From an optimization exercise on the open Yosys and OpenROAD flow, aimed at small area and a short achievable clock period; shortcuts taken in it are not production practice.
Only simulation tests tie the RTL to the original design; equivalence was not proved.
Power is estimated from default activity; no workload was simulated.

==> flow/design.v (outline; a module is shown in full before it is edited, if it fits) <==
// module sdfm_g_ao22: 3 lines
// module sdfm_hreg: 16 lines
// module sdfm_g_inv: 3 lines
// module sdfm_g_nand2: 3 lines
// module sdfm_g_nand3: 3 lines
// module sdfm_g_nand4: 3 lines
// module sdfm_g_nor2: 3 lines
// module sdfm_g_aoi222: 3 lines
// module sdfm_g_aoi22: 3 lines
// module sdfm_g_o31a: 3 lines
// module sdfm_g_o41a: 3 lines
// module sdfm_g_and2: 3 lines
// module sdfm_g_o21a: 3 lines
// module sdfm_read_mux: 785 lines
// module sdfm_regmap: 144 lines
module sdfm_regmap
(
  input  logic                    SYSCLK,
  input  logic                    SYSRSTn,
  input  logic [16-1:0] addr,
  input  logic                    wr,
  input  logic                    rd,
  input  logic [32-1:0]  wdata,
  output logic [32-1:0]  rdata,    
  input  logic [63:0]             filt_data_out,
  input  logic [1:0]              filt_data_update,
  input  logic [63:0]             comp_data_out,
  input  logic [1:0]              comp_data_update,
  input  logic [1:0]              comp_data_low,
  input  logic [1:0]              comp_data_high,
  output logic                    reg_rsten,
  output logic                    reg_clken,
  output logic [15:0]             reg_filtdec,
  output logic [3:0]              reg_filtmode,
  output logic [7:0]              reg_filtdiv,
  output logic [1:0]              reg_filten,
  output logic [1:0]              reg_filtask,
  output logic [3:0]              reg_filtst,
  output logic [9:0]              reg_filtsh,
  output logic [15:0]             reg_compdec,
  output logic [3:0]              reg_compmode,
  output logic [7:0]              reg_compdiv,
  output logic [1:0]              reg_compen,
  output logic [1:0]              reg_compsen,
  output logic [3:0]              reg_compst,
  output logic [1:0]              reg_compilen,
  output logic [1:0]              reg_compihen,
  output logic [1:0]              reg_complclrflg,
  output logic [1:0]              reg_comphclrflg,
  output logic [63:0]             reg_compltrd,
  output logic [63:0]             reg_comphtrd,
  output logic                    irq
);
  // ...
==> flow/flow/run.sh <==
#!/bin/bash
# standard layout with plain buf_1 port buffers and a lighter clock tree
set -euo pipefail
export BUFFER_PORTS_ARGS="-buffer_cell sky130_fd_sc_hd__buf_1"
export CTS_ARGS="-sink_clustering_enable -repair_clock_nets -dont_use_dummy_load -buf_list sky130_fd_sc_hd__clkbuf_8 -sink_clustering_size 16 -sink_clustering_max_diameter 50"
bash standard.sh > standard.log 2>&1
==> flow/standard.sh <==
#!/bin/bash
# synth_recipe.tcl (not shown) runs the flow's synth.tcl, then flattens the netlist and writes it again
# the make line also repeats each setting of config.mk as NAME=value (left out here)
make -C /OpenROAD-flow-scripts/flow DESIGN_CONFIG=/design/flow/config.mk WORK_HOME=/design/flow/orfs CLKGATE_MAP_FILE= SYNTH_SCRIPT=/design/flow/synth_recipe.tcl "${@:-finish}"
==> flow/config.mk <==
export PLATFORM = sky130hd
export DESIGN_NAME = sdfm_regmap
export DESIGN_NICKNAME = sdfm_regmap
export VERILOG_FILES = /design/flow/design.v
export SDC_FILE = /design/flow/constraint.sdc
export NUM_CORES = 4
export LEC_CHECK = 0
export CAP_MARGIN = 30
export CORE_MARGIN = 2
export CORE_UTILIZATION = 40
export SETUP_SLACK_MARGIN = 3.5
export SLEW_MARGIN = 40
export SYNTH_HIERARCHICAL = 1
==> flow/constraint.sdc <==
create_clock -name core_clock -period 8.0 [get_ports {SYSCLK}]
set_input_delay 1.6000 -clock core_clock [delete_from_list [all_inputs] [get_ports {SYSCLK}]]
set_output_delay 1.6000 -clock core_clock [all_outputs]
set_load 0.01 [all_outputs]
==> out/metrics.yaml, run 1 <==
num_tap_cells: 442
vdd_drop_max_uv: 106.9
ys_seq_elements: 354
r2r_start: "g_ch[0].u_cparm.q[19]"
placed_area_mm2: 0.01596
clock_path_buffers: 3
worst-endpoint-required_ns: 6.40
synth_top_family_by_area: "compound AO/OA/AOI/OAI gates"
grt_max_degree: 35
root_buffer: "clkbuf_8"
clk_share: 0.03082
inverters: 24
syn_to_final_growth_pct: 34.87
min_period_ns: 4.595
multi_input_area_share: 0.3853
top_power_group: "registers"
final_common_cell: "buf_1"
syn_nets: 1565
final.setup.tns_ns: 0
power_mw: 3.157
synthDominantCellAreaShare: 0.5351
drive_gt1_frac: 0.1391
final_cell_mix: "413 x buf_1, 356 x nand2_1, 355 x a22o_1"
clk_pin_slew_ns: 0.05
clk_latency_ns: 0.55
synth_commonest_cells: "377 x nand2_1, 355 x a22o_1, 354 x dfxtp_1, 71 x nor2_1, 68 x nand4_1"
comb_power_share: 0.089
die_w_um: 186.0
multiInputGateArea_mm2: 0.006882
power_switching_mw: 0.8093
seq_share: 0.3968
whs_ns: 0.4728
status: "complete, no violations"
p_seq_mw: 1.83
==> run 2, diff against run 1 <==
--- a/flow/config.mk
+++ b/flow/config.mk
@@ -10,3 +10,3 @@
 export CORE_UTILIZATION = 40
-export SETUP_SLACK_MARGIN = 3.5
+export SETUP_SLACK_MARGIN = 3.3
 export SLEW_MARGIN = 40
==> run 2 against run 1 <==
Global-route usage decreased by 0.86 points. Routed wire length is 1.9% lower. Die area unchanged. Clock skew rose by 0.0036 ns. Design area down 3.2%. Synthesized cell count unchanged. Combinational power shrank 9.3%. Power fell by 0.89%. Maximum frequency decreased by 2.1%. Critical path type unchanged. Highest routed layer unchanged.
==> out/metrics.yaml, run 2 <==
cp_data_arrival_time_ns: 3.09  # was 2.99 ns
ios: 441  # unchanged
multiInputGateArea_mm2: 0.006718  # was 0.006882 mm²
start_kind: "primary input"  # unchanged
final.setup.tns_ns: 0  # unchanged
hold_viol_final: 0  # unchanged
cell_internal_pwr_mw: 2.332  # was 2.348 mW
worst-endpoint-required_ns: 6.40  # about the same
cts_tree: "done"  # unchanged
setup_violations: 0  # unchanged
initial_utilization: 0.4070  # unchanged
track_usage: 0.3268  # was 0.3354
synth-edff-count: 0  # unchanged
dp_slack_ns: 2.617  # unchanged
clkSinkCount: 354  # unchanged
drtAntennaViolNets: 0  # unchanged
grt_pass1_vias: 13026  # was 13351
comb_power_share: 0.082  # was 0.089
ys.flop_type: "dfxtp_1"  # unchanged
die_h_um: 186.0  # unchanged
route.vias.total: 13842  # was 14045
cap_violations: 0  # unchanged
synth.yosys.seq_area_share: 0.5351  # unchanged
rsz0062_at_grt: "yes"  # unchanged
syn_nets: 1565  # unchanged
nNetsFinal: 2088  # was 2110
min_path_type: "reg2reg"  # unchanged
final_cell_mix: "432 x buf_1, 367 x nand2_1, 355 x a22o_1"  # was 413 x buf_1, 356 x nand2_1, 355 x a22o_1
antenna_found_initial: 7  # unchanged
final_common_cell: "buf_1"  # unchanged
rows: 66  # unchanged
fin_skew_ns: 0.03053  # was 0.02688 ns
firstDrtPassIters: 7  # was 5
vdd_drop_max_uv: 105.4  # was 106.9 µV
power_leakage_nw: 6.321  # was 6.640 nW
power_switching_mw: 0.7968  # was 0.8093 mW
sw_frac_of_total: 0.2547  # was 0.2564
synth_top_cell_by_area: "dfxtp_1"  # unchanged
place.gp.congestion: 0.9063  # unchanged
clk_latency_ns: 0.55  # about the same
yosys_warnings: 17  # unchanged
clock_path_buffers: 3  # unchanged
fillers: 3122  # was 3053
clkPwrFrac: 0.335  # was 0.333
syn_to_final_growth_pct: 30.62  # was 34.87%
cts_made_buffers: 40  # unchanged
root_buffer: "clkbuf_8"  # unchanged
min_period_over_period: 0.5864  # was 0.5743
yosysMostFrequentCell: "nand2_1"  # unchanged
fmax_mhz: 213.1  # was 217.6 MHz
worst_pin_slew_ns: 0.8823  # was 0.8546 ns
endpoint_kind: "output port"  # unchanged
synth.avg_cell_area_um2: 9.617  # unchanged
min_period_ns: 4.692  # was 4.595 ns
portBuffers: 440  # unchanged
grt_overflow: 0  # unchanged
drive_gt1_frac: 0.1054  # was 0.1391
postSynthCellCount: 1377  # unchanged
async_flop_share: 0  # unchanged
finalWirelength_um: 59390  # was 60510 µm
ctsHoldBuffers: 0  # unchanged
drt-initial-drc-count: 1100  # was 1075
clk_pin_slew_ns: 0.05  # about the same
pwr-share-seq: 0.584  # was 0.578
synth.distinct_cells: 30  # unchanged
cp_max_fo: 10  # was 8
dp_hpwl_um: 41580  # unchanged
slew_viol_final: 0  # unchanged
seq_area_mm2: 0.007087  # unchanged
synth_commonest_cells: "377 x nand2_1, 355 x a22o_1, 354 x dfxtp_1, 71 x nor2_1, 68 x nand4_1"  # unchanged
syn_area_mm2: 0.01324  # unchanged
power.density_mw_per_mm2: 180.9  # was 176.8 mW/mm²
dieArea_mm2: 0.03458  # unchanged
viasPerCell: 5.908  # was 5.939
grt_pass1_wl_um: 83940  # was 86040 µm
synthTopCellsByArea: "dfxtp_1 54%, a22o_1 23%, nand2_1 11%"  # unchanged
status: "complete, no violations"  # unchanged
relSlewSlack: 0.4118  # was 0.4303
criticalPathCategory: "in2out"  # unchanged
layout_setup_ws_ns: 3.308  # was 3.405 ns
synthDominantCellAreaShare: 0.5351  # unchanged
core_region_area_mm2: 0.03254  # unchanged
routedWlPerCell_um: 25.35  # was 25.59 µm
ys_seq_elements: 354  # unchanged
die_w_um: 186.0  # unchanged
h-tree-depth: 2  # unchanged
grt_max_degree: 35  # unchanged
drcViolationCount: 0  # unchanged
==> run 2: critical path, cell delays in order <==
cell and delay (ns):
clkbuf_4 0.16, clkbuf_16 0.19, inv_1 0.08, nand2_1 0.17, nor2_4 0.30, nand2_1 0.10, nand4_1 0.18, o31a_1 0.16
buf_1 0.16
==> run 2: stage by stage <==
step	std cells	power, mW	area [µm²]	util	hold WS [ns]
after floorplan	1377	1.946	13250	-	0.4393
after global placement	2275	2.072	15720	0.4831	0.4513
after detailed placement	2286	2.084	15960	0.4906	0.4527
after CTS	2330	3.121	16840	0.5177	0.4730
after global routing	2341	3.229	17290	0.5315	0.4818
final	2343	3.129	17300	0.5316	0.4744
==> run 2: timing repair <==
action	in CTS	in global routing
buffers inserted	4	8
gates resized for setup	86	79
cloned	0	2
setup endpoints to repair	32	32
pin swaps	4	32
==> run 2: power by group through the flow <==
stage	clock network (mW)	logic [mW]	registers, mW
floorplan	0	0.0893	1.86
global placement	0	0.206	1.87
detailed placement	0	0.219	1.86
CTS	1.06	0.231	1.83
global route	1.13	0.268	1.83
finish	1.05	0.255	1.83
==> run 2: worst paths after layout <==
check / slack (ns) / depth (start not counted) / startpoint / end
max: 3.31 / 9 / addr[2] / rdata[16]
min: 0.47 / 1 / g_ch[0].u_fdata.q[4] / g_ch[0].u_fdata.q[4]
max reg2reg: 7.02 / 3 / g_ch[0].u_cparm.q[19] / irq
min reg2reg: 0.47 / 1 / g_ch[0].u_fdata.q[4] / g_ch[0].u_fdata.q[4]
==> run 2: layer usage <==
layer | vias to the layer above | GRT usage | part of all wire
li1 | 6218 | - | -
met1 | 6772 | 0.4381 | 0.42
met2 | 731 | 0.5248 | 0.46
met3 | 113 | 0.07005 | 0.089
met4 | 8 | 0.1036 | 0.029
met5 | - | 0 | 0.00093
==> run 2: cell families after synthesis <==
group | share of synthesized area
compound gates | 0.2638
buf+inv | 0.009259
flops | 0.5351
simple gates | 0.1918
==> run 2: layout make-up <==
| class | instances | share of cell area |
|---|---|---|
| Antenna cell | 3 | 0.0004340 |
| Clock buffer | 40 | 0.03183 |
| Inverter | 24 | 0.006076 |
| Multi-Input combinational cell | 994 | 0.3884 |
| Sequential cell | 354 | 0.4097 |
| Tap cell | 442 | 0.03197 |
| Timing Repair Buffer | 486 | 0.1316 |
==> run 2: per-module statistics from Yosys (local to each module, per instance), excerpt <==
module,area (µm²),flops+latches,cells inside
sdfm_g_o21a,7.507,0,1
sdfm_g_nand4,6.256,0,1
sdfm_g_nor2,3.754,0,1
sdfm_g_nand2,3.754,0,1
sdfm_g_o41a,11.26,0,1
sdfm_g_nand3,5.005,0,1
sdfm_g_ao22,8.758,0,1
sdfm_g_o31a,8.758,0,1
sdfm_g_inv,3.754,0,1
sdfm_regmap,549.3,5,80
==> run 3, diff against run 2 <==
--- a/flow/config.mk
+++ b/flow/config.mk
@@ -10,3 +10,3 @@
 export CORE_UTILIZATION = 40
-export SETUP_SLACK_MARGIN = 3.3
+export SETUP_SLACK_MARGIN = 3.1
 export SLEW_MARGIN = 40
==> run 3 against run 2 <==
Flip-flop and latch count did not move. Critical path depth fell by 1. Power fell by 0.71%. Sequential power barely moved. Critical path type unchanged. Critical endpoint is now rdata[14]. Largest power group unchanged.
==> out/metrics.yaml, run 3 <==
status: "complete, no violations"  # unchanged
antenna_found_initial: 5  # was 7
worst-endpoint-required_ns: 6.40  # about the same
viasPerCell: 5.883  # was 5.908
cp_data_arrival_time_ns: 3.24  # was 3.09 ns
ys.flop_type: "dfxtp_1"  # unchanged
core_region_area_mm2: 0.03254  # unchanged
dp.cells: 2282  # was 2286
fillers: 3214  # was 3122
fin_util: 0.5157  # was 0.5316
dp_hpwl_um: 40630  # was 41580 µm
min_period_ns: 4.837  # was 4.692 ns
track_usage: 0.3259  # was 0.3268
syn_area_mm2: 0.01324  # unchanged
synthTopCellsByArea: "dfxtp_1 54%, a22o_1 23%, nand2_1 11%"  # unchanged
relSlewSlack: 0.4279  # was 0.4118
cp_max_fo: 9  # was 10
placed_area_mm2: 0.01589  # was 0.01596 mm²
grt_max_degree: 33  # was 35
whs_ns: 0.4718  # was 0.4744 ns
synth-edff-count: 0  # unchanged
power_mw: 3.107  # was 3.129 mW
fmax_mhz: 206.7  # was 213.1 MHz
route.vias.total: 13701  # was 13842
place.gp.congestion: 0.8981  # was 0.9063
yosysMostFrequentCell: "nand2_1"  # unchanged
postSynthCellCount: 1377  # unchanged
synth_commonest_cells: "377 x nand2_1, 355 x a22o_1, 354 x dfxtp_1, 71 x nor2_1, 68 x nand4_1"  # unchanged
finalInstanceArea_mm2: 0.01678  # was 0.01730 mm²
synth.avg_cell_area_um2: 9.617  # unchanged
vdd_drop_max_uv: 102.0  # was 105.4 µV
rows: 66  # unchanged
drive_gt1_frac: 0.08178  # was 0.1054
h-tree-depth: 2  # unchanged
drt-initial-drc-count: 988  # was 1100
ios: 441  # unchanged
portBuffers: 440  # unchanged
setup_violations: 0  # unchanged
min_path_type: "reg2reg"  # unchanged
gr-usage-met3: 0.08100  # was 0.07005
clkSinkCount: 354  # unchanged
ys_seq_elements: 354  # unchanged
grt_pass1_vias: 12942  # was 13026
grt_overflow: 0  # unchanged
post_layout_nonfiller_instances: 2329  # was 2343
yosys_warnings: 17  # unchanged
synth_top_cell_by_area: "dfxtp_1"  # unchanged
hold_viol_final: 0  # unchanged
finalWirelength_um: 59220  # was 59390 µm
synthDominantCellAreaShare: 0.5351  # unchanged
synth.yosys.seq_area_share: 0.5351  # unchanged
clk_latency_ns: 0.58  # was 0.55 ns
cts_made_buffers: 39  # was 40
die_h_um: 186.0  # unchanged
drcViolationCount: 0  # unchanged
die_w_um: 186.0  # unchanged
layout_setup_ws_ns: 3.163  # was 3.308 ns
clk_pin_slew_ns: 0.07  # was 0.05 ns
start_kind: "primary input"  # unchanged
min_period_over_period: 0.6046  # was 0.5864
nNetsFinal: 2073  # was 2088
dp_slack_ns: 2.671  # was 2.617 ns
syn_to_final_growth_pct: 26.69  # was 30.62%
cap_violations: 0  # unchanged
grt_pass1_wl_um: 83060  # was 83940 µm
criticalPathCategory: "in2out"  # unchanged
rsz0062_at_grt: "no"  # was yes
dieArea_mm2: 0.03458  # unchanged
drtAntennaViolNets: 0  # unchanged
async_flop_share: 0  # unchanged
synth.distinct_cells: 30  # unchanged
initial_utilization: 0.4070  # unchanged
routedWlPerCell_um: 25.43  # was 25.35 µm
power.density_mw_per_mm2: 185.2  # was 180.9 mW/mm²
root_buffer: "clkbuf_8"  # unchanged
final.setup.tns_ns: 0  # unchanged
worst_pin_slew_ns: 0.8581  # was 0.8823 ns
grt_use_met1: 0.4241  # was 0.4381
slew_viol_final: 0  # unchanged
clock_path_buffers: 3  # unchanged
endpoint_kind: "output port"  # unchanged
cts_tree: "done"  # unchanged
use_met2: 0.5203  # was 0.5248
final_common_cell: "buf_1"  # unchanged
syn_nets: 1565  # unchanged
fin_skew_ns: 0.03621  # was 0.03053 ns
power_leakage_nw: 6.156  # was 6.321 nW
final_cell_mix: "438 x buf_1, 374 x nand2_1, 355 x a22o_1"  # was 432 x buf_1, 367 x nand2_1, 355 x a22o_1
firstDrtPassIters: 5  # was 7
busiest_layer: "met2"  # unchanged
## run 3: cell types whose count changed in the layout (fill, tap and decap cells not counted), sizes merged
| cell | previous run | this run |
|---|---|---|
| buf | 482 | 471 |
| clkbuf | 44 | 40 |
| clkinvlp | 4 | 0 |
| inv | 20 | 24 |
| diode | 3 | 4 |
## run 3: worst paths after layout
check	slack [ns]	end	cells after the start	start
max	3.16	rdata[14]	8	addr[6]
min	0.47	g_ch[1].u_cdata.q[23]	1	g_ch[1].u_cdata.q[23]
max reg2reg	6.96	irq	3	g_ch[0].u_cparm.q[19]
min reg2reg	0.47	g_ch[1].u_cdata.q[23]	1	g_ch[1].u_cdata.q[23]
## run 3: what timing repair did
| item | CTS | global route |
|---|---|---|
| pin swaps | 0 | 6 |
| buffers inserted | 0 | 4 |
| hold buffers | 0 | 0 |
| resized for setup | 46 | 40 |
| gates cloned | 0 | 0 |
| setup endpoints to repair | 32 | 32 |
## run 3: cell families (layout without fill, tap and decap cells)
| group | Yosys count | after routing | synth area share |
|---|---|---|---|
| and+or+nand+nor | 591 | 591 | 0.1918 |
| AOI/OAI and AO/OA | 403 | 403 | 0.2638 |
| DFF | 354 | 354 | 0.5351 |
| buffers and inverters | 29 | 535 | 0.009259 |
| other | 0 | 4 | 0 |
## run 3: cell type report
class,instances,area [µm²],area share
multi-input cells,994,6474,0.3859
clock buffers,39,536.8,0.03199
well taps,442,553.0,0.03296
diodes,4,10.01,0.0005966
flip-flops and latches,354,7087,0.4224
inverters,24,90.09,0.005370
repair buffers,472,2027,0.1208
## run 3: where the power goes
group / internal [mW] / total [mW] / switching [mW]
combinational: 0.0767 / 0.237 / 0.160
clock: 0.435 / 1.05 / 0.611
sequential: 1.80 / 1.82 / 0.0235
total: 2.31 / 3.11 / 0.794
## run 3: Yosys stat by module (local to each module, per instance), a selection
module,area (µm²),times used
sdfm_g_inv,3.754,20
sdfm_g_o21a,7.507,7
sdfm_g_nand2,3.754,370
sdfm_g_ao22,8.758,349
sdfm_g_nand4,6.256,68
sdfm_g_nand3,5.005,50
sdfm_regmap,549.3,1
sdfm_g_nor2,3.754,59
sdfm_g_o41a,11.26,7
sdfm_g_o31a,8.758,18
## run 3: worst max-delay path, cell delays in order
cell and delay [ns]:
buf_2 0.20, inv_1 0.19, nand3_2 0.19, nor2_2 0.44, nand2_1 0.14, nand4_1 0.12, o31a_1 0.16, buf_1 0.17
## run 3: routing by layer
metal | wire length (µm) | part of all wire
met1 | 24750 | 0.42
met2 | 26600 | 0.45
met3 | 5782 | 0.098
met4 | 2067 | 0.035
met5 | 10 | 0.00017
==> run 4, diff against run 3 <==
--- a/flow/config.mk
+++ b/flow/config.mk
@@ -7,7 +7,7 @@
 export LEC_CHECK = 0
-export CAP_MARGIN = 30
+export CAP_MARGIN = 20
 export CORE_MARGIN = 2
 export CORE_UTILIZATION = 40
-export SETUP_SLACK_MARGIN = 3.1
-export SLEW_MARGIN = 40
+export SETUP_SLACK_MARGIN = 3.3
+export SLEW_MARGIN = 20
 export SYNTH_HIERARCHICAL = 1
==> run 4 against run 3 <==
Clock-buffer cell count rose by 1. Hold slack got worse by 0.0051 ns. Largest cell class unchanged. Critical path type unchanged. Synthesized area did not move. Still clean. Critical endpoint is now rdata[9]. Synthesized cell count did not move.
==> out/metrics.yaml, run 4 <==
status: "complete, no violations"  # unchanged
rsz0062_at_grt: "yes"  # was no
die_h_um: 186.0  # unchanged
root_buffer: "clkbuf_8"  # unchanged
rows: 66  # unchanged
ys_seq_elements: 354  # unchanged
dieArea_mm2: 0.03458  # unchanged
dp_hpwl_um: 40670  # was 40630 µm
clk_pin_slew_ns: 0.05  # was 0.07 ns
finalWirelength_um: 59320  # was 59220 µm
final_common_cell: "buf_1"  # unchanged
drcViolationCount: 0  # unchanged
route.vias.total: 13798  # was 13701
cap_violations: 0  # unchanged
routedWlPerCell_um: 25.41  # was 25.43 µm
crit_chain: "buf_4, buf_12, clkinvlp_4, nand3_1, nor2_4, nand2_1, nand3_1, o41a_1, clkbuf_2"  # was buf_2, inv_1, nand3_2, nor2_2, nand2_1, nand4_1, o31a_1, buf_1
synthSimpleGateAreaFrac: 0.1918  # unchanged
slowest_stage: "o41a_1"  # was nor2_2
postSynthCellCount: 1377  # unchanged
grt_pass1_vias: 13114  # was 12942
initial_utilization: 0.4070  # unchanged
fmax_mhz: 212.8  # was 206.7 MHz
setup_violations: 0  # unchanged
synth.distinct_cells: 30  # unchanged
cts_made_buffers: 40  # was 39
fin_skew_ns: 0.03711  # was 0.03621 ns
relSlewSlack: 0.2132  # was 0.4279
start_kind: "primary input"  # unchanged
hold_viol_final: 0  # unchanged
grt_max_degree: 35  # was 33
vdd_drop_max_uv: 112.6  # was 102.0 µV
synthDominantCellAreaShare: 0.5351  # unchanged
core_region_area_mm2: 0.03254  # unchanged
clkSinkCount: 354  # unchanged
endpoint_kind: "output port"  # unchanged
cp_data_arrival_time_ns: 3.10  # was 3.24 ns
synth_top_cell_by_area: "dfxtp_1"  # unchanged
clock_path_buffers: 3  # unchanged
worst-endpoint-required_ns: 6.40  # about the same
min_period_ns: 4.698  # was 4.837 ns
viasPerCell: 5.909  # was 5.883
synth-edff-count: 0  # unchanged
crit_path_max_incr_delay_ns: 0.41  # was 0.44 ns
synthAdderAreaFrac: 0  # unchanged
final_cell_mix: "432 x buf_1, 369 x nand2_1, 355 x a22o_1"  # was 438 x buf_1, 374 x nand2_1, 355 x a22o_1
slew_viol_final: 0  # unchanged
drt-initial-drc-count: 1022  # was 988
power_mw: 3.126  # was 3.107 mW
synth-xor-area-share: 0  # unchanged
synth.avg_cell_area_um2: 9.617  # unchanged
cp_max_fo: 8  # was 9
yosys_warnings: 17  # unchanged
worst_pin_slew_ns: 1.177  # was 0.8581 ns
portBuffers: 440  # unchanged
nNetsFinal: 2078  # was 2073
yosysMostFrequentCell: "nand2_1"  # unchanged
synth_top_family_by_area: "compound AO/OA/AOI/OAI gates"  # unchanged
crit_path_frequent_cell: "nand3_1"
min_period_over_period: 0.5873  # was 0.6046
grt_overflow: 0  # unchanged
firstDrtPassIters: 5  # unchanged
cts_tree: "done"  # unchanged
power.density_mw_per_mm2: 183.5  # was 185.2 mW/mm²
synthTopCellsByArea: "dfxtp_1 54%, a22o_1 23%, nand2_1 11%"  # unchanged
final.setup.tns_ns: 0  # unchanged
h-tree-depth: 2  # unchanged
ios: 441  # unchanged
criticalPathCategory: "in2out"  # unchanged
min_path_type: "reg2reg"  # unchanged
crit_family: "buffers and inverters"  # was simple AND/OR/NAND/NOR gates
synth_compound_gate_area_share: 0.2638  # unchanged
track_usage: 0.3257  # was 0.3259
syn_area_mm2: 0.01324  # unchanged
place.gp.congestion: 0.9063  # was 0.8981
ys.flop_type: "dfxtp_1"  # unchanged
synth.yosys.seq_area_share: 0.5351  # unchanged
die_w_um: 186.0  # unchanged
timing.critical_path.buf_inv: 4  # was 3
grt_pass1_wl_um: 83450  # was 83060 µm
syn_to_final_growth_pct: 28.64  # was 26.69%
drive_gt1_frac: 0.09322  # was 0.08178
async_flop_share: 0  # unchanged
syn_nets: 1565  # unchanged
synth_commonest_cells: "377 x nand2_1, 355 x a22o_1, 354 x dfxtp_1, 71 x nor2_1, 68 x nand4_1"  # unchanged
clk_latency_ns: 0.57  # was 0.58 ns
synthMuxAreaShare: 0  # unchanged
power_leakage_nw: 6.231  # was 6.156 nW
antenna_found_initial: 7  # was 5
drtAntennaViolNets: 0  # unchanged
## run 4: cell counts after synthesis
No cell type changed its count.
## run 4: cell families after synthesis
| group | count (synthesis) |
|---|---|
| flops | 354 |
| buf+inv | 29 |
| compound gates | 403 |
| simple gates | 591 |
## run 4: repair_timing
action / 4_1_cts / 5_1_grt
buffers inserted: 4 / 5
gates cloned: 0 / 3
gates resized for setup: 84 / 68
setup endpoints to repair: 32 / 32
hold buffers: 0 / 0
pin swaps: 3 / 19
## run 4: path summary, 6_finish.rpt
| kind | start | end | slack (ns) | cells past startpoint |
|---|---|---|---|---|
| worst max register to register | g_ch[0].u_cparm.q[18] | irq | 7.02 | 3 |
| worst min-delay path | g_ch[0].u_fdata.q[31] | g_ch[0].u_fdata.q[31] | 0.47 | 1 |
| worst min register to register | g_ch[0].u_fdata.q[31] | g_ch[0].u_fdata.q[31] | 0.47 | 1 |
| worst max-delay path | addr[4] | rdata[9] | 3.30 | 9 |
## run 4: cell type report
| cell class | instances | area, µm² |
|---|---|---|
| clock buffer | 40 | 550.5 |
| multi-input combinational | 994 | 6620 |
| tap | 442 | 553.0 |
| antenna | 5 | 12.51 |
| timing repair buffer | 476 | 2115 |
| sequential | 354 | 7087 |
| fill | 3135 | 15500 |
| inverter | 24 | 97.59 |
## run 4: power breakdown
part / total [mW] / internal (mW) / switching, mW
logic: 0.244 / 0.0783 / 0.166
clock network: 1.06 / 0.445 / 0.610
registers: 1.83 / 1.80 / 0.0250
total: 3.13 / 2.33 / 0.801
## run 4: routing by layer
metal / global-route usage / up-vias / routed length [µm]
li1: - / 6202 / -
met1: 0.4323 / 6717 / 24980
met2: 0.5188 / 762 / 26710
met3: 0.08159 / 113 / 5844
met4: 0.1046 / 4 / 1761
met5: 0 / - / 27
## run 4: modules after synthesis, one instance, submodules excluded, a selection
module        cells inside  flip-flops and latches  area, µm²  copies in the design
sdfm_g_o41a              1                       0      11.26                     7
sdfm_g_ao22              1                       0      8.758                   349
sdfm_g_o31a              1                       0      8.758                    18
sdfm_g_o21a              1                       0      7.507                     7
sdfm_regmap             80                       5      549.3                     1
sdfm_g_nand2             1                       0      3.754                   370
sdfm_g_inv               1                       0      3.754                    20
sdfm_g_nor2              1                       0      3.754                    59
sdfm_g_nand4             1                       0      6.256                    68
sdfm_g_nand3             1                       0      5.005                    50
## run 4: through the flow
stage	cell area (µm²)	hold slack, ns	setup slack, ns	utilization	cells
3_5_place_dp	15760	0.4527	2.459	0.4844	2277
3_3_place_gp	15720	0.4513	2.466	0.4831	2275
6_report	17040	0.4667	3.302	0.5236	2335
5_1_grt	17020	0.4823	3.279	0.5232	2330
4_1_cts	16600	0.4713	3.298	0.5103	2321
2_1_floorplan	13250	0.4393	3.556	-	1377
==> run 5, diff against run 4 <==
--- a/flow/config.mk
+++ b/flow/config.mk
@@ -7,3 +7,3 @@
 export LEC_CHECK = 0
-export CAP_MARGIN = 20
+export CAP_MARGIN = 5
 export CORE_MARGIN = 2
@@ -11,3 +11,3 @@
 export SETUP_SLACK_MARGIN = 3.3
-export SLEW_MARGIN = 20
+export SLEW_MARGIN = 5
 export SYNTH_HIERARCHICAL = 1
==> run 5 against run 4 <==
Cell count barely moved. Sequential share of layout area barely moved. Synthesized cell count did not move. Power barely moved. Critical endpoint is now rdata[4]. Largest power group unchanged.
==> out/metrics.yaml, run 5 <==
status: "complete, no violations"  # unchanged
hold_viol_final: 0  # unchanged
dp.cells: 2275  # was 2277
worst-endpoint-required_ns: 6.40  # about the same
power_leakage_nw: 6.239  # was 6.231 nW
antenna_found_initial: 8  # was 7
synthDominantCellAreaShare: 0.5351  # unchanged
core_region_area_mm2: 0.03254  # unchanged
power.density_mw_per_mm2: 183.7  # was 183.5 mW/mm²
rows: 66  # unchanged
cp_data_arrival_time_ns: 3.09  # was 3.10 ns
dp_hpwl_um: 40420  # was 40670 µm
drive_gt1_frac: 0.09799  # was 0.09322
portBuffers: 440  # unchanged
busiest_layer: "met2"  # unchanged
synth_commonest_cells: "377 x nand2_1, 355 x a22o_1, 354 x dfxtp_1, 71 x nor2_1, 68 x nand4_1"  # unchanged
setup_violations: 0  # unchanged
criticalPathCategory: "in2out"  # unchanged
endpoint_kind: "output port"  # unchanged
syn_nets: 1565  # unchanged
drcViolationCount: 0  # unchanged
cts_tree: "done"  # unchanged
syn_area_mm2: 0.01324  # unchanged
gr-usage-met3: 0.06926  # was 0.08159
use_met2: 0.5184  # was 0.5188
final.setup.tns_ns: 0  # unchanged
ys.flop_type: "dfxtp_1"  # unchanged
clk_pin_slew_ns: 0.05  # about the same
yosys_warnings: 17  # unchanged
routedWlPerCell_um: 25.32  # was 25.41 µm
drt-initial-drc-count: 1025  # was 1022
die_w_um: 186.0  # unchanged
final_common_cell: "buf_1"  # unchanged
ios: 441  # unchanged
dp_slack_ns: 2.457  # was 2.459 ns
start_kind: "primary input"  # unchanged
r2r_start: "g_ch[0].u_cparm.q[18]"  # unchanged
slew_viol_final: 0  # unchanged
relSlewSlack: 0.1586  # was 0.2132
whs_ns: 0.4704  # was 0.4667 ns
min_period_over_period: 0.5859  # was 0.5873
dieArea_mm2: 0.03458  # unchanged
clock_path_buffers: 3  # unchanged
synthTopCellsByArea: "dfxtp_1 54%, a22o_1 23%, nand2_1 11%"  # unchanged
die_h_um: 186.0  # unchanged
cp_max_fo: 8  # unchanged
min_path_type: "reg2reg"  # unchanged
drtAntennaViolNets: 0  # unchanged
grt_max_degree: 35  # unchanged
h-tree-depth: 2  # unchanged
synth-edff-count: 0  # unchanged
firstDrtPassIters: 5  # unchanged
post_layout_nonfiller_instances: 2334  # was 2335
viasPerCell: 5.927  # was 5.909
nNetsFinal: 2078  # unchanged
fin_skew_ns: 0.04557  # was 0.03711 ns
final_cell_mix: "431 x buf_1, 366 x nand2_1, 355 x a22o_1"  # was 432 x buf_1, 369 x nand2_1, 355 x a22o_1
layout_setup_ws_ns: 3.313  # was 3.302 ns
power_mw: 3.128  # was 3.126 mW
cap_violations: 0  # unchanged
finalInstanceArea_mm2: 0.01703  # was 0.01704 mm²
cp-startpoint: "addr[4]"  # unchanged
clkSinkCount: 354  # unchanged
async_flop_share: 0  # unchanged
route.vias.total: 13833  # was 13798
clk_latency_ns: 0.58  # was 0.57 ns
yosysMostFrequentCell: "nand2_1"  # unchanged
rsz0062_at_grt: "yes"  # unchanged
grt_pass1_vias: 12936  # was 13114
vdd_drop_max_uv: 132.9  # was 112.6 µV
fin_util: 0.5235  # was 0.5236
grt_use_met1: 0.4366  # was 0.4323
syn_to_final_growth_pct: 28.62  # was 28.64%
finalWirelength_um: 59100  # was 59320 µm
synth_top_cell_by_area: "dfxtp_1"  # unchanged
track_usage: 0.3240  # was 0.3257
root_buffer: "clkbuf_8"  # unchanged
fmax_mhz: 213.4  # was 212.8 MHz
synth.distinct_cells: 30  # unchanged
place.gp.congestion: 0.9063  # unchanged
postSynthCellCount: 1377  # unchanged
grt_pass1_wl_um: 83230  # was 83450 µm
placed_area_mm2: 0.01572  # was 0.01576 mm²
synth.yosys.seq_area_share: 0.5351  # unchanged
synth.avg_cell_area_um2: 9.617  # unchanged
min_period_ns: 4.687  # was 4.698 ns
cts_made_buffers: 40  # unchanged
initial_utilization: 0.4070  # unchanged
worst_pin_slew_ns: 1.259  # was 1.177 ns
grt_overflow: 0  # unchanged
min_from: "g_ch[0].u_cdata.q[26]"  # was g_ch[0].u_fdata.q[31]
ys_seq_elements: 354  # unchanged
## run 5: cell counts after synthesis
No cell type changed its count.
## run 5: routing by layer
layer | up-vias | routed length [µm]
li1 | 6195 | -
met1 | 6724 | 24650
met2 | 796 | 26920
met3 | 110 | 5988
met4 | 8 | 1491
met5 | - | 56
## run 5: power breakdown
group | internal, mW | leakage (nW) | switching, mW
Combinational | 0.0787 | 3.08 | 0.168
Sequential | 1.80 | 2.88 | 0.0246
Clock | 0.445 | 0.288 | 0.611
Total | 2.33 | 6.24 | 0.803
## run 5: worst max-delay path, stage by stage
cell and delay, ns:
clkbuf_4 0.16, buf_12 0.16, buf_4 0.14, nand3_2 0.15, nor2_4 0.09, nand2_1 0.07
nand3_1 0.12, o41a_1 0.43, buf_2 0.16
## run 5: Yosys stat by module, one instance, submodules excluded, a selection
module	flip-flops and latches	copies in the design	area, µm²	cells inside
sdfm_g_nand3	0	50	5.005	1
sdfm_g_o41a	0	7	11.26	1
sdfm_g_inv	0	20	3.754	1
sdfm_g_ao22	0	349	8.758	1
sdfm_g_nand4	0	68	6.256	1
sdfm_g_o31a	0	18	8.758	1
## run 5: area by class of cell
type	instances	area [µm²]
Sequential cell	354	7087
Clock buffer	40	550.5
Timing Repair Buffer	476	2046
Multi-Input combinational cell	994	6693
Inverter	24	93.84
Tap cell	442	553.0
Fill cell	3119	15500
Antenna cell	4	10.01
## run 5: path summary, 6_finish.rpt
| kind | cells after the start | slack (ns) | endpoint |
|---|---|---|---|
| hold / removal | 1 | 0.47 | g_ch[0].u_cdata.q[26] |
| hold reg to reg | 1 | 0.47 | g_ch[0].u_cdata.q[26] |
| setup reg to reg | 3 | 7.00 | irq |
| setup / recovery | 9 | 3.31 | rdata[4] |
## run 5: what timing repair did
action | CTS | global route
buffers inserted | 3 | 10
hold buffers | 0 | 0
gates cloned | 0 | 2
gates resized for setup | 87 | 78
pin swaps | 3 | 37
setup endpoints to repair | 32 | 32
## run 5: kinds of logic (layout without fill, tap and decap cells)
kind of cell    after synthesis  after routing  share of synthesized area
buf+inv                      29            540                   0.009259
compound gates              403            403                     0.2638
flops                       354            354                     0.5351
other cells                   0              4                          0
simple gates                591            591                     0.1918
==> run 6, diff against run 5 <==
--- a/flow/config.mk
+++ b/flow/config.mk
@@ -7,7 +7,8 @@
 export LEC_CHECK = 0
-export CAP_MARGIN = 5
+export CAP_MARGIN = 20
 export CORE_MARGIN = 2
-export CORE_UTILIZATION = 40
+export CORE_UTILIZATION = 65
+export PLACE_DENSITY = 0.75
 export SETUP_SLACK_MARGIN = 3.3
-export SLEW_MARGIN = 5
+export SLEW_MARGIN = 20
 export SYNTH_HIERARCHICAL = 1
==> run 6 against run 5 <==
Sequential power is essentially flat. Hold slack improved by 0.0071 ns. Synthesized cell count unchanged. Critical path type unchanged. Power fell by 5.1%. Synthesized area is the same. Register-to-register slack better by 0.02 ns. Highest routed layer unchanged. Combinational power down 4%.
==> out/metrics.yaml, run 6 <==
criticalPathCategory: "in2out"  # unchanged
grt_max_degree: 33  # was 35
layout_setup_ws_ns: 3.287  # was 3.313 ns
firstDrtPassIters: 8  # was 5
route.vias.total: 14507  # was 13833
slowest_stage: "o41a_1"  # unchanged
post_layout_nonfiller_instances: 2138  # was 2334
synth.distinct_cells: 30  # unchanged
status: "complete, no violations"  # unchanged
crit_path_max_incr_delay_ns: 0.43  # about the same
fillers: 1350  # was 3119
met3_length_um: 7819  # was 5988 µm
postSynthCellCount: 1377  # unchanged
dp_slack_ns: 2.489  # was 2.457 ns
whs_ns: 0.4775  # was 0.4704 ns
rows: 52  # was 66
hold_viol_final: 0  # unchanged
worst-endpoint-required_ns: 6.40  # about the same
grt_overflow: 0  # unchanged
yosys_warnings: 17  # unchanged
cp_data_arrival_time_ns: 3.11  # was 3.09 ns
synthTopCellsByArea: "dfxtp_1 54%, a22o_1 23%, nand2_1 11%"  # unchanged
h-tree-depth: 1  # was 2
wl_met1_um: 18610  # was 24650 µm
synth.yosys.seq_area_share: 0.5351  # unchanged
finalInstanceArea_mm2: 0.01644  # was 0.01703 mm²
clock_path_buffers: 3  # unchanged
async_flop_share: 0  # unchanged
cap_violations: 0  # unchanged
cp_max_fo: 8  # unchanged
start_kind: "primary input"  # unchanged
cts_made_buffers: 31  # was 40
ys_seq_elements: 354  # unchanged
vdd_drop_max_uv: 147.9  # was 132.9 µV
crit_chain: "buf_6, buf_12, inv_1, nand2_1, nor2_4, nand2_1, nand3_1, o41a_1, buf_1"  # was clkbuf_4, buf_12, buf_4, nand3_2, nor2_4, nand2_1, nand3_1, o41a_1, buf_2
grt_pass1_vias: 13706  # was 12936
fin_skew_ns: 0.008981  # was 0.04557 ns
syn_area_mm2: 0.01324  # unchanged
power_mw: 2.968  # was 3.128 mW
portBuffers: 440  # unchanged
dp_hpwl_um: 36050  # was 40420 µm
setup_violations: 0  # unchanged
clk_latency_ns: 0.61  # was 0.58 ns
dieArea_mm2: 0.02153  # was 0.03458 mm²
clkSinkCount: 354  # unchanged
worst_pin_slew_ns: 1.272  # was 1.259 ns
drtAntennaViolNets: 0  # unchanged
drcViolationCount: 0  # unchanged
min_path_type: "reg2reg"  # unchanged
syn_nets: 1565  # unchanged
rsz0062_at_grt: "yes"  # unchanged
synthDominantCellAreaShare: 0.5351  # unchanged
core_region_area_mm2: 0.02010  # was 0.03254 mm²
root_buffer: "clkbuf_8"  # unchanged
endpoint_kind: "output port"  # unchanged
relSlewSlack: 0.1508  # was 0.1586
routedWlPerCell_um: 25.15  # was 25.32 µm
place.gp.congestion: 0.9986  # was 0.9063
fmax_mhz: 212.2  # was 213.4 MHz
synth.avg_cell_area_um2: 9.617  # unchanged
track_usage: 0.4625  # was 0.3240
nNetsFinal: 2055  # was 2078
fin_util: 0.8178  # was 0.5235
synth_top_cell_by_area: "dfxtp_1"  # unchanged
dp.cells: 2097  # was 2275
die_h_um: 146.7  # was 186.0 µm
syn_to_final_growth_pct: 24.16  # was 28.62%
synth_commonest_cells: "377 x nand2_1, 355 x a22o_1, 354 x dfxtp_1, 71 x nor2_1, 68 x nand4_1"  # unchanged
ios: 441  # unchanged
slew_viol_final: 0  # unchanged
drive_gt1_frac: 0.07721  # was 0.09799
finalWirelength_um: 53770  # was 59100 µm
maxUsedRoutingLayer: "met5"  # unchanged
cts_tree: "done"  # unchanged
ys.flop_type: "dfxtp_1"  # unchanged
drt-initial-drc-count: 1823  # was 1025
placed_area_mm2: 0.01546  # was 0.01572 mm²
wl_met2_um: 23880  # was 26920 µm
crit_path_frequent_cell: "nand2_1"
power.density_mw_per_mm2: 180.5  # was 183.7 mW/mm²
final_common_cell: "buf_1"  # unchanged
initial_utilization: 0.6587  # was 0.4070
die_w_um: 146.7  # was 186.0 µm
final.setup.tns_ns: 0  # unchanged
power_leakage_nw: 6.069  # was 6.239 nW
clk_pin_slew_ns: 0.06  # was 0.05 ns
antenna_found_initial: 4  # was 8
final_cell_mix: "434 x buf_1, 371 x nand2_1, 355 x a22o_1"  # was 431 x buf_1, 366 x nand2_1, 355 x a22o_1
min_period_over_period: 0.5891  # was 0.5859
viasPerCell: 6.785  # was 5.927
grt_pass1_wl_um: 78280  # was 83230 µm
min_period_ns: 4.713  # was 4.687 ns
yosysMostFrequentCell: "nand2_1"  # unchanged
synth-edff-count: 0  # unchanged
[run 6: timing repair]
action,in CTS,in global routing
cloned,0,2
buffers inserted,2,2
hold buffers,0,0
setup endpoints to repair,32,32
gates resized for setup,68,54
pin swaps,2,6
[run 6: routing by layer]
metal | global-route usage | vias to the layer above
li1 | - | 6136
met1 | 0.5815 | 6729
met2 | 0.7312 | 1363
met3 | 0.1124 | 277
met4 | 0.2655 | 2
met5 | 0 | -
[run 6: logic make-up after synthesis]
family,synth area share
buf+inv,0.009259
simple gates,0.1918
compound gates,0.2638
flops,0.5351
[run 6: worst max-delay path: cells and delay by family]
| kind | cells | cell delay (ns) |
|---|---|---|
| simple gates | 4 | 0.59 |
| compound gates | 1 | 0.43 |
| buf+inv | 4 | 0.49 |
[run 6: path summary, 6_finish.rpt]
| path | cells after the start | endpoint | from | slack (ns) |
|---|---|---|---|---|
| hold / removal | 1 | g_ch[1].u_fdata.q[21] | g_ch[1].u_fdata.q[21] | 0.48 |
| hold reg to reg | 1 | g_ch[1].u_fdata.q[21] | g_ch[1].u_fdata.q[21] | 0.48 |
| setup reg to reg | 3 | irq | g_ch[0].u_cparm.q[19] | 7.02 |
| setup / recovery | 9 | rdata[8] | addr[2] | 3.29 |
[run 6: layout make-up]
| type | count | area (µm²) | share of cell area |
|---|---|---|---|
| Timing Repair Buffer | 462 | 1961 | 0.1192 |
| Tap cell | 270 | 337.8 | 0.02055 |
| Multi-Input combinational cell | 994 | 6529 | 0.3971 |
| Antenna cell | 3 | 7.507 | 0.0004566 |
| Inverter | 24 | 93.84 | 0.005707 |
| Sequential cell | 354 | 7087 | 0.4310 |
| Clock buffer | 31 | 426.7 | 0.02595 |
[run 6: Yosys stat by module (local to each module, per instance), a selection]
module        times used  flops+latches
sdfm_g_ao22          349              0
sdfm_g_inv            20              0
sdfm_g_nand2         370              0
sdfm_g_nand3          50              0
sdfm_g_nand4          68              0
sdfm_g_nor2           59              0
sdfm_g_o31a           18              0
sdfm_g_o41a            7              0
sdfm_regmap            1              5
[run 6: where the power goes]
group	switching (mW)	total (mW)	internal, mW	leakage (nW)
clock network	0.563	0.907	0.343	0.223
registers	0.0249	1.83	1.80	2.88
logic	0.159	0.236	0.0766	2.97
total	0.747	2.97	2.22	6.07
==> run 7, diff against run 6 <==
--- a/flow/config.mk
+++ b/flow/config.mk
@@ -11,3 +11,3 @@
 export PLACE_DENSITY = 0.75
-export SETUP_SLACK_MARGIN = 3.3
+export SETUP_SLACK_MARGIN = 3.5
 export SLEW_MARGIN = 20
==> run 7 against run 6 <==
Routed wire length increased by 7.1%. Register-to-register slack worse by 0.04 ns. Synthesized area is the same. Global-route usage increased by 1.8 points. First-iteration DRC count up 4.6%. Largest power group unchanged.
==> out/metrics.yaml, run 7 <==
status: "complete, no violations"  # unchanged
rsz0062_at_grt: "yes"  # unchanged
crit_chain: "buf_12, buf_12, clkinvlp_4, nand2_4, nor2_4, nand2_2, nand3_4, o41a_1, buf_2"  # was buf_6, buf_12, inv_1, nand2_1, nor2_4, nand2_1, nand3_1, o41a_1, buf_1
syn_area_mm2: 0.01324  # unchanged
dp_slack_ns: 2.489  # unchanged
dieArea_mm2: 0.02153  # unchanged
ys.flop_type: "dfxtp_1"  # unchanged
crit_path_max_incr_delay_ns: 0.43  # about the same
hold_viol_final: 0  # unchanged
worst-endpoint-required_ns: 6.40  # about the same
setup_violations: 0  # unchanged
core_region_area_mm2: 0.02010  # unchanged
nNetsFinal: 2082  # was 2055
yosysMostFrequentCell: "nand2_1"  # unchanged
grt_pass1_wl_um: 81010  # was 78280 µm
cts_made_buffers: 31  # unchanged
holdPathStages: 1  # unchanged
synth.distinct_cells: 30  # unchanged
drtAntennaViolNets: 0  # unchanged
routedWlPerCell_um: 26.61  # was 25.15 µm
slew_viol_final: 0  # unchanged
cap_violations: 0  # unchanged
seq_area_mm2: 0.007087  # unchanged
track_usage: 0.4805  # was 0.4625
die_h_um: 146.7  # unchanged
fin_skew_ns: 0.02806  # was 0.008981 ns
start_kind: "primary input"  # unchanged
syn_to_final_growth_pct: 30.41  # was 24.16%
viasPerCell: 7.040  # was 6.785
synth_top_cell_by_area: "dfxtp_1"  # unchanged
min_period_over_period: 0.5787  # was 0.5891
ys_seq_elements: 354  # unchanged
clk_latency_ns: 0.61  # about the same
syn_nets: 1565  # unchanged
synthTopCellsByArea: "dfxtp_1 54%, a22o_1 23%, nand2_1 11%"  # unchanged
synth.avg_cell_area_um2: 9.617  # unchanged
ff2ff_path_depth: 3  # unchanged
cp_data_arrival_time_ns: 3.03  # was 3.11 ns
cp_max_fo: 8  # unchanged
portBuffers: 440  # unchanged
grt_pass1_vias: 14171  # was 13706
grt_max_degree: 33  # unchanged
final_common_cell: "buf_1"  # unchanged
final_cell_mix: "410 x buf_1, 355 x a22o_1, 354 x dfxtp_1"  # was 434 x buf_1, 371 x nand2_1, 355 x a22o_1
power.density_mw_per_mm2: 174.7  # was 180.5 mW/mm²
firstDrtPassIters: 11  # was 8
min_path_type: "reg2reg"  # unchanged
place.gp.congestion: 0.9986  # unchanged
cts_tree: "done"  # unchanged
timing.critical_path.buf_inv: 4  # unchanged
h-tree-depth: 1  # unchanged
final.setup.tns_ns: 0  # unchanged
synth.yosys.seq_area_share: 0.5351  # unchanged
root_buffer: "clkbuf_8"  # unchanged
fillers: 1134  # was 1350
grt_overflow: 0  # unchanged
crit_path_frequent_cell: "buf_12"  # was nand2_1
slowest_stage: "o41a_1"  # unchanged
fmax_mhz: 216.0  # was 212.2 MHz
clock_path_buffers: 3  # unchanged
drcViolationCount: 0  # unchanged
cp.depth: 9  # unchanged
crit_family: "buffers and inverters"  # was simple AND/OR/NAND/NOR gates
endpoint_kind: "output port"  # unchanged
finalWirelength_um: 57580  # was 53770 µm
multiInputGateArea_mm2: 0.006914  # was 0.006529 mm²
die_w_um: 146.7  # unchanged
layout_setup_ws_ns: 3.371  # was 3.287 ns
ctsHoldBuffers: 0  # unchanged
synth-edff-count: 0  # unchanged
yosys_warnings: 17  # unchanged
initial_utilization: 0.6587  # unchanged
clkSinkCount: 354  # unchanged
synth_commonest_cells: "377 x nand2_1, 355 x a22o_1, 354 x dfxtp_1, 71 x nor2_1, 68 x nand4_1"  # unchanged
route.vias.total: 15234  # was 14507
relSlewSlack: 0.1949  # was 0.1508
power_leakage_nw: 6.450  # was 6.069 nW
criticalPathCategory: "in2out"  # unchanged
min_period_ns: 4.629  # was 4.713 ns
drive_gt1_frac: 0.1316  # was 0.07721
ios: 441  # unchanged
dp_hpwl_um: 36050  # unchanged
drt-initial-drc-count: 1906  # was 1823
rows: 52  # unchanged
worst_pin_slew_ns: 1.205  # was 1.272 ns
async_flop_share: 0  # unchanged
postSynthCellCount: 1377  # unchanged
antenna_found_initial: 3  # was 4
clk_pin_slew_ns: 0.07  # was 0.06 ns
vdd_drop_max_uv: 146.8  # was 147.9 µV
synthDominantCellAreaShare: 0.5351  # unchanged
run 7: cell counts after synthesis:
No cell type changed its count.
run 7: cell families (layout without fill, tap and decap cells):
group                  Yosys count  after routing  share of synthesized area
flip-flops                     354            354                     0.5351
AO/OA/AOI/OAI                  403            403                     0.2638
AND/OR/NAND/NOR                591            591                     0.1918
other                            0              2                          0
buffers and inverters           29            544                   0.009259
run 7: final timing paths:
check,start,to,slack (ns)
max,addr[2],rdata[8],3.37
min reg2reg,g_ch[1].u_fdata.q[14],g_ch[1].u_fdata.q[14],0.48
max reg2reg,g_ch[0].u_cparm.q[19],irq,6.98
min,g_ch[1].u_fdata.q[14],g_ch[1].u_fdata.q[14],0.48
run 7: modules after synthesis (local to each module, per instance), a selection:
module        copies in the design  flip-flops and latches  cell area [µm²]  cells inside
sdfm_regmap                      1                       5            549.3            80
sdfm_g_o41a                      7                       0            11.26             1
sdfm_g_o31a                     18                       0            8.758             1
sdfm_g_ao22                    349                       0            8.758             1
sdfm_g_o21a                      7                       0            7.507             1
sdfm_g_nand4                    68                       0            6.256             1
sdfm_g_inv                      20                       0            3.754             1
sdfm_g_nor2                     59                       0            3.754             1
sdfm_g_nand2                   370                       0            3.754             1
run 7: routing by layer:
| metal | part of all wire | global-route usage |
|---|---|---|
| met3 | 0.15 | 0.1382 |
| met4 | 0.071 | 0.3087 |
| met5 | 0.00023 | 0 |
| met2 | 0.45 | 0.7545 |
| met1 | 0.33 | 0.5811 |
run 7: repair_timing:
action                                  4_1_cts  5_1_grt
pin swaps                                    34       62
resized for setup                           188       73
buffers inserted                              9       17
gates cloned                                  2        3
endpoints found under the hold margin         0        0
endpoints found under the setup margin       32       32
run 7: cell type report:
| type | count | area share |
|---|---|---|
| Sequential cell | 354 | 0.4103 |
| Multi-Input combinational cell | 994 | 0.4003 |
| Timing Repair Buffer | 489 | 0.1374 |
| Clock buffer | 31 | 0.02470 |
| Tap cell | 270 | 0.01956 |
| Inverter | 24 | 0.007317 |
| Antenna cell | 2 | 0.0002898 |
run 7: report_power, final:
part	switching (mW)	internal [mW]	total [mW]
Sequential	0.0261	1.80	1.83
Clock	0.567	0.344	0.911
Combinational	0.182	0.0974	0.279
run 7: stage by stage:
| stage | util | cells | area [µm²] | power [mW] | hold WS (ns) |
|---|---|---|---|---|---|
| finish | 0.8590 | 2164 | 17270 | 3.017 | 0.4776 |
| detailed placement | 0.7691 | 2097 | 15460 | 2.065 | 0.4525 |
| CTS | 0.8305 | 2139 | 16700 | 2.956 | 0.4742 |
| global placement | 0.7674 | 2096 | 15430 | 2.057 | 0.4523 |
| global route | 0.8588 | 2162 | 17270 | 3.077 | 0.4914 |
| floorplan | - | 1377 | 13250 | 1.946 | 0.4393 |
==> run 8, diff against run 7 <==
--- a/flow/config.mk
+++ b/flow/config.mk
@@ -9,5 +9,5 @@
 export CORE_MARGIN = 2
-export CORE_UTILIZATION = 65
-export PLACE_DENSITY = 0.75
-export SETUP_SLACK_MARGIN = 3.5
+export CORE_UTILIZATION = 75
+export PLACE_DENSITY = 0.85
+export SETUP_SLACK_MARGIN = 3.3
 export SLEW_MARGIN = 20
==> run 8 against run 7 <==
The flow now stops in global routing (5_1_grt). Synthesized area unchanged. Synthesized cell count unchanged.
==> out/metrics.yaml, run 8 <==
synth-edff-count: 0  # unchanged
synthSimpleGateAreaFrac: 0.1918  # unchanged
synth_top_cell_by_area: "dfxtp_1"  # unchanged
syn_area_mm2: 0.01324  # unchanged
portBuffers: 440  # unchanged
track_usage: 0.8921
cts_made_buffers: 30  # was 31
error: "[ERROR GRT-0232] Routing congestion too high. Check the congestion heatmap in the GUI."
grt_max_degree: 33
h-tree-depth: 1  # unchanged
root_buffer: "clkbuf_8"  # unchanged
die_h_um: 136.9  # was 146.7 µm
dp_slack_ns: 2.539  # was 2.489 ns
synthTopCellsByArea: "dfxtp_1 54%, a22o_1 23%, nand2_1 11%"  # unchanged
clkSinkCount: 354  # unchanged
synthAdderAreaFrac: 0  # unchanged
rows: 48  # was 52
die_w_um: 136.9  # was 146.7 µm
status: "stopped before the end"  # was complete, no violations
worst_endpoint: "rdata[29]"
synth.yosys.seq_area_share: 0.5351  # unchanged
clock_path_buffers: 3  # unchanged
synth-xor-area-share: 0  # unchanged
ios: 441  # unchanged
async_flop_share: 0  # unchanged
postSynthCellCount: 1377  # unchanged
place.gp.congestion: 0.9890  # was 0.9986
yosysMostFrequentCell: "nand2_1"  # unchanged
syn_nets: 1565  # unchanged
worst_endpoint_kind: "top-level output"
ys.flop_type: "dfxtp_1"  # unchanged
ys_seq_elements: 354  # unchanged
synthMuxAreaShare: 0  # unchanged
synthDominantCellAreaShare: 0.5351  # unchanged
dp_hpwl_um: 36210  # was 36050 µm
initial_utilization: 0.7656  # was 0.6587
synth.avg_cell_area_um2: 9.617  # unchanged
synth_top_family_by_area: "compound AO/OA/AOI/OAI gates"  # unchanged
synth_commonest_cells: "377 x nand2_1, 355 x a22o_1, 354 x dfxtp_1, 71 x nor2_1, 68 x nand4_1"  # unchanged
grt_overflow: 224
synth.distinct_cells: 30  # unchanged
synth_compound_gate_area_share: 0.2638  # unchanged
yosys_warnings: 17  # unchanged
stop_stage: "global routing (5_1_grt)"
dp.cells: 2050  # was 2097
==> run 8: cell counts after synthesis <==
Identical to the previous run, type by type.
==> run 8: what timing repair did <==
action / 4_1_cts
gates resized for setup: 77
pin swaps: 2
gates cloned: 0
hold buffers: 0
buffers inserted: 3
setup endpoints to repair: 32
==> run 8: metrics by stage <==
step / hold slack (ns) / instance area [µm²]
4_1_cts: 0.4526 / 16050
3_5_place_dp: 0.4527 / 15370
3_3_place_gp: 0.4516 / 15360
2_1_floorplan: 0.4393 / 13250
==> run 8: power by group through the flow <==
stage	combinational (mW)	sequential, mW	clock [mW]
floorplan	0.0893	1.86	0
global placement	0.189	1.86	0
detailed placement	0.197	1.86	0
CTS	0.208	1.82	0.870
==> run 8: worst max path at each step <==
| stage | startpoint | end | slack [ns] | cells after the start |
|---|---|---|---|---|
| 4_1_cts | addr[2] | rdata[13] | 3.29 | 9 |
| 2_1_floorplan | addr[13] | g_ch[0].u_dfparm.q[0] | 3.56 | 5 |
| 3_5_place_dp | addr[5] | rdata[21] | 2.54 | 7 |
| 3_3_place_gp | addr[5] | rdata[7] | 2.64 | 7 |
==> run 8: Yosys stat by module, one instance, submodules excluded, a selection <==
module	flip-flops and latches	cells	times used	cell area (µm²)
sdfm_g_nand2	0	1	370	3.754
sdfm_g_o31a	0	1	18	8.758
sdfm_g_inv	0	1	20	3.754
sdfm_g_nor2	0	1	59	3.754
sdfm_g_ao22	0	1	349	8.758
sdfm_regmap	5	80	1	549.3
sdfm_g_o21a	0	1	7	7.507
sdfm_g_nand4	0	1	68	6.256
sdfm_g_o41a	0	1	7	11.26
sdfm_g_nand3	0	1	50	5.005
==> run 8: layer usage <==
metal,track usage,GRT overflow
met5,0.6000,0
met2,1.002,114
met4,0.9233,94
met1,0.8727,7
met3,0.7941,9
==> run 8: kinds of logic after synthesis <==
family                 count (synthesis)
AND/OR/NAND/NOR                      591
buffers and inverters                 29
flip-flops                           354
AO/OA/AOI/OAI                        403
==> run 9, diff against run 8 <==
==> flow/flow/run.sh (replaced) <==
#!/bin/bash
# standard layout with plain buf_1 port buffers and a lighter clock tree
set -euo pipefail
export BUFFER_PORTS_ARGS="-buffer_cell sky130_fd_sc_hd__buf_1"
export CTS_ARGS="-sink_clustering_enable -repair_clock_nets -dont_use_dummy_load -buf_list sky130_fd_sc_hd__clkbuf_16 -sink_clustering_size 30 -sink_clustering_max_diameter 80"
bash standard.sh > standard.log 2>&1
--- a/flow/config.mk
+++ b/flow/config.mk
@@ -9,4 +9,3 @@
 export CORE_MARGIN = 2
-export CORE_UTILIZATION = 75
-export PLACE_DENSITY = 0.85
+export CORE_UTILIZATION = 40
 export SETUP_SLACK_MARGIN = 3.3
==> run 9 against run 8 <==
The run now finishes clean. Synthesized area did not move. Synthesized cell count did not move.
==> out/metrics.yaml, run 9 <==
final.setup.tns_ns: 0
drtAntennaViolNets: 0
power_leakage_nw: 6.184
vdd_drop_max_uv: 141.7
firstDrtPassIters: 5
syn_nets: 1565  # unchanged
ios: 441  # unchanged
viasPerCell: 5.917
clk_pin_slew_ns: 0.05
clock_path_buffers: 3  # unchanged
synth.avg_cell_area_um2: 9.617  # unchanged
layout_setup_ws_ns: 3.319
nNetsFinal: 2058
cp_data_arrival_time_ns: 3.08
drcViolationCount: 0
cts_tree: "done"
maxUsedRoutingLayer: "met5"
worst_pin_slew_ns: 1.160
cp_max_fo: 8
synth_top_cell_by_area: "dfxtp_1"  # unchanged
cell_internal_pwr_mw: 2.285
fin_skew_ns: 0.02819
grt_pass1_wl_um: 82810
rsz0062_at_grt: "yes"
reg2reg_to: "irq"
pwr-share-seq: 0.600
endpoint_kind: "output port"
h-tree-depth: 1  # unchanged
ff2ff_path_depth: 3
wl_met1_um: 24900
cts_made_buffers: 18  # was 30
finalWirelength_um: 58750
min_from: "g_ch[0].u_cdata.q[21]"
rows: 66  # was 48
synth.distinct_cells: 30  # unchanged
ys.flop_type: "dfxtp_1"  # unchanged
async_flop_share: 0  # unchanged
drive_gt1_frac: 0.08512
root_buffer: "clkbuf_16"  # was clkbuf_8
worst-endpoint-required_ns: 6.40
clkSinkCount: 354  # unchanged
die_w_um: 186.0  # was 136.9 µm
postSynthCellCount: 1377  # unchanged
setup_violations: 0
track_usage: 0.3214
wl_met2_um: 26440
synthTopCellsByArea: "dfxtp_1 54%, a22o_1 23%, nand2_1 11%"  # unchanged
route.vias.total: 13692
slew_viol_final: 0
min_period_ns: 4.681
syn_area_mm2: 0.01324  # unchanged
met3_length_um: 5535
core_region_area_mm2: 0.03254
start_kind: "primary input"
die_h_um: 186.0  # was 136.9 µm
comb_power_share: 0.080
min_path_type: "reg2reg"
grt_max_degree: 35
yosys_warnings: 17  # unchanged
synth-edff-count: 0  # unchanged
holdPathStages: 1
grt_overflow: 0
routedWlPerCell_um: 25.39
hold_viol_final: 0
antenna_found_initial: 7
dp_slack_ns: 2.459  # was 2.539 ns
grt_pass1_vias: 12918
dp_hpwl_um: 40670  # was 36210 µm
drt-initial-drc-count: 1111
dieArea_mm2: 0.03458
cap_violations: 0
portBuffers: 440  # unchanged
power.density_mw_per_mm2: 179.6
yosysMostFrequentCell: "nand2_1"  # unchanged
fmax_mhz: 213.6
criticalPathCategory: "in2out"
final_cell_mix: "432 x buf_1, 370 x nand2_1, 355 x a22o_1"
clkPwrFrac: 0.320
ys_seq_elements: 354  # unchanged
placed_area_mm2: 0.01576  # was 0.01537 mm²
syn_to_final_growth_pct: 28.05
initial_utilization: 0.4070  # was 0.7656
status: "complete, no violations"  # was stopped before the end
synth.yosys.seq_area_share: 0.5351  # unchanged
power_switching_mw: 0.7607
relSlewSlack: 0.2248
sw_frac_of_total: 0.2498
r2r_setup_slack_ns: 6.98
place.gp.congestion: 0.9063  # was 0.9890
synthDominantCellAreaShare: 0.5351  # unchanged
whs_ns: 0.4790
final_common_cell: "buf_1"
worstHoldEndpoint: "g_ch[0].u_cdata.q[21]"
r2r_start: "g_ch[0].u_cparm.q[19]"
clk_latency_ns: 0.54
fillers: 3134
min_period_over_period: 0.5851
finalInstanceArea_mm2: 0.01696
synth_commonest_cells: "377 x nand2_1, 355 x a22o_1, 354 x dfxtp_1, 71 x nor2_1, 68 x nand4_1"  # unchanged
## run 9: per-stage QoR
step	total power, mW	util	std cells
floorplan	1.946	-	1377
global placement	2.072	0.4831	2275
detailed placement	2.074	0.4844	2277
CTS	3.028	0.5072	2299
global route	3.131	0.5209	2310
finish	3.045	0.5212	2314
## run 9: repair_timing
item,CTS,global route
pin swaps,3,23
endpoints found under the setup margin,32,32
gates cloned,0,2
setup buffers,4,8
hold buffers,0,0
resized for setup,84,74
## run 9: cell type report
class	count	area (µm²)	share of cell area
repair buffers	478	2100	0.1238
clock buffers	18	450.4	0.02656
flip-flops and latches	354	7087	0.4179
inverters	24	97.59	0.005755
well taps	442	553.0	0.03261
multi-input cells	994	6660	0.3928
diodes	4	10.01	0.0005903
## run 9: worst max path at each step
stage	from	slack (ns)	endpoint
after floorplan	addr[13]	3.56	g_ch[0].u_dfparm.q[0]
after global placement	addr[5]	2.47	rdata[8]
after detailed placement	addr[5]	2.46	rdata[8]
after CTS	addr[6]	3.29	rdata[8]
after global routing	addr[5]	3.27	rdata[27]
final	addr[4]	3.32	rdata[4]
## run 9: power by group through the flow
| stage | Clock, mW | Combinational (mW) | Sequential, mW |
|---|---|---|---|
| 3_5_place_dp | 0 | 0.210 | 1.86 |
| 5_1_grt | 1.04 | 0.258 | 1.83 |
| 3_3_place_gp | 0 | 0.206 | 1.87 |
| 4_1_cts | 0.982 | 0.221 | 1.83 |
| 6_report | 0.975 | 0.245 | 1.83 |
| 2_1_floorplan | 0 | 0.0893 | 1.86 |
## run 9: kinds of logic (layout without fill, tap and decap cells)
logic type / Yosys count / count (layout) / synth area share
buffers and inverters: 29 / 520 / 0.009259
AOI/OAI and AO/OA: 403 / 403 / 0.2638
other: 0 / 4 / 0
DFF: 354 / 354 / 0.5351
and+or+nand+nor: 591 / 591 / 0.1918
## run 9: routing by layer
metal / GRT usage / vias up
met3: 0.07102 / 110
met5: 0 / -
li1: - / 6163
met4: 0.09827 / 6
met2: 0.5155 / 726
met1: 0.4316 / 6687
## run 9: Yosys stat by module (local to each module, per instance), excerpt
module        flip-flops and latches  cells
sdfm_regmap                        5     80
sdfm_g_nand4                       0      1
sdfm_g_nor2                        0      1
sdfm_g_o21a                        0      1
sdfm_g_o31a                        0      1
sdfm_g_nand2                       0      1
sdfm_g_ao22                        0      1
sdfm_g_o41a                        0      1
sdfm_g_inv                         0      1
sdfm_g_nand3                       0      1
## run 9: critical path, stage by stage
cell	delay, ns
buf_4	0.15
buf_12	0.15
buf_4	0.14
nand3_4	0.14
nor2_4	0.09
nand2_1	0.10
nand3_1	0.09
o41a_1	0.47
buf_1	0.15

==> static timing again, ports no longer ideal <==
The flow's constraints put no driver on any port. The routed layouts listed below were extracted and timed again, unchanged, in two steps. Step 1 assumes that a clkbuf_16 drives the clock port and a buf_2 every other input. Step 2 times the ports against the registers' clock, not the clock port: input delays grow and output delays shrink by t, the midpoint of the rising clock arrivals with the driver on. Slacks: ideal ports / drivers / drivers and shift; pairs: ideal ports / drivers.
run | shift t [ns] | setup WS [ns] | slew at the worst register clock pin (ns) | pins driven straight from the clock port
run 1 | 0.587 | 3.405 / 3.223 / 3.223 | 0.10 / 0.10 | 1
run 2 | 0.588 | 3.308 / 3.256 / 3.256 | 0.10 / 0.10 | 1
run 3 | 0.617 | 3.163 / 3.090 / 3.090 | 0.10 / 0.10 | 1
run 4 | 0.611 | 3.302 / 3.213 / 3.213 | 0.10 / 0.10 | 1
run 5 | 0.615 | 3.313 / 3.242 / 3.242 | 0.10 / 0.10 | 1
run 6 | 0.643 | 3.287 / 3.228 / 3.228 | 0.10 / 0.10 | 1
run 7 | 0.643 | 3.371 / 3.235 / 3.235 | 0.10 / 0.10 | 1
run 9 | 0.570 | 3.319 / 3.231 / 3.231 | 0.11 / 0.11 | 1
After both steps setup and hold are still met in every run listed. The setup slack of run 1, which loses most, moves by -0.182 ns with the drivers and by -0.182 ns with both steps.
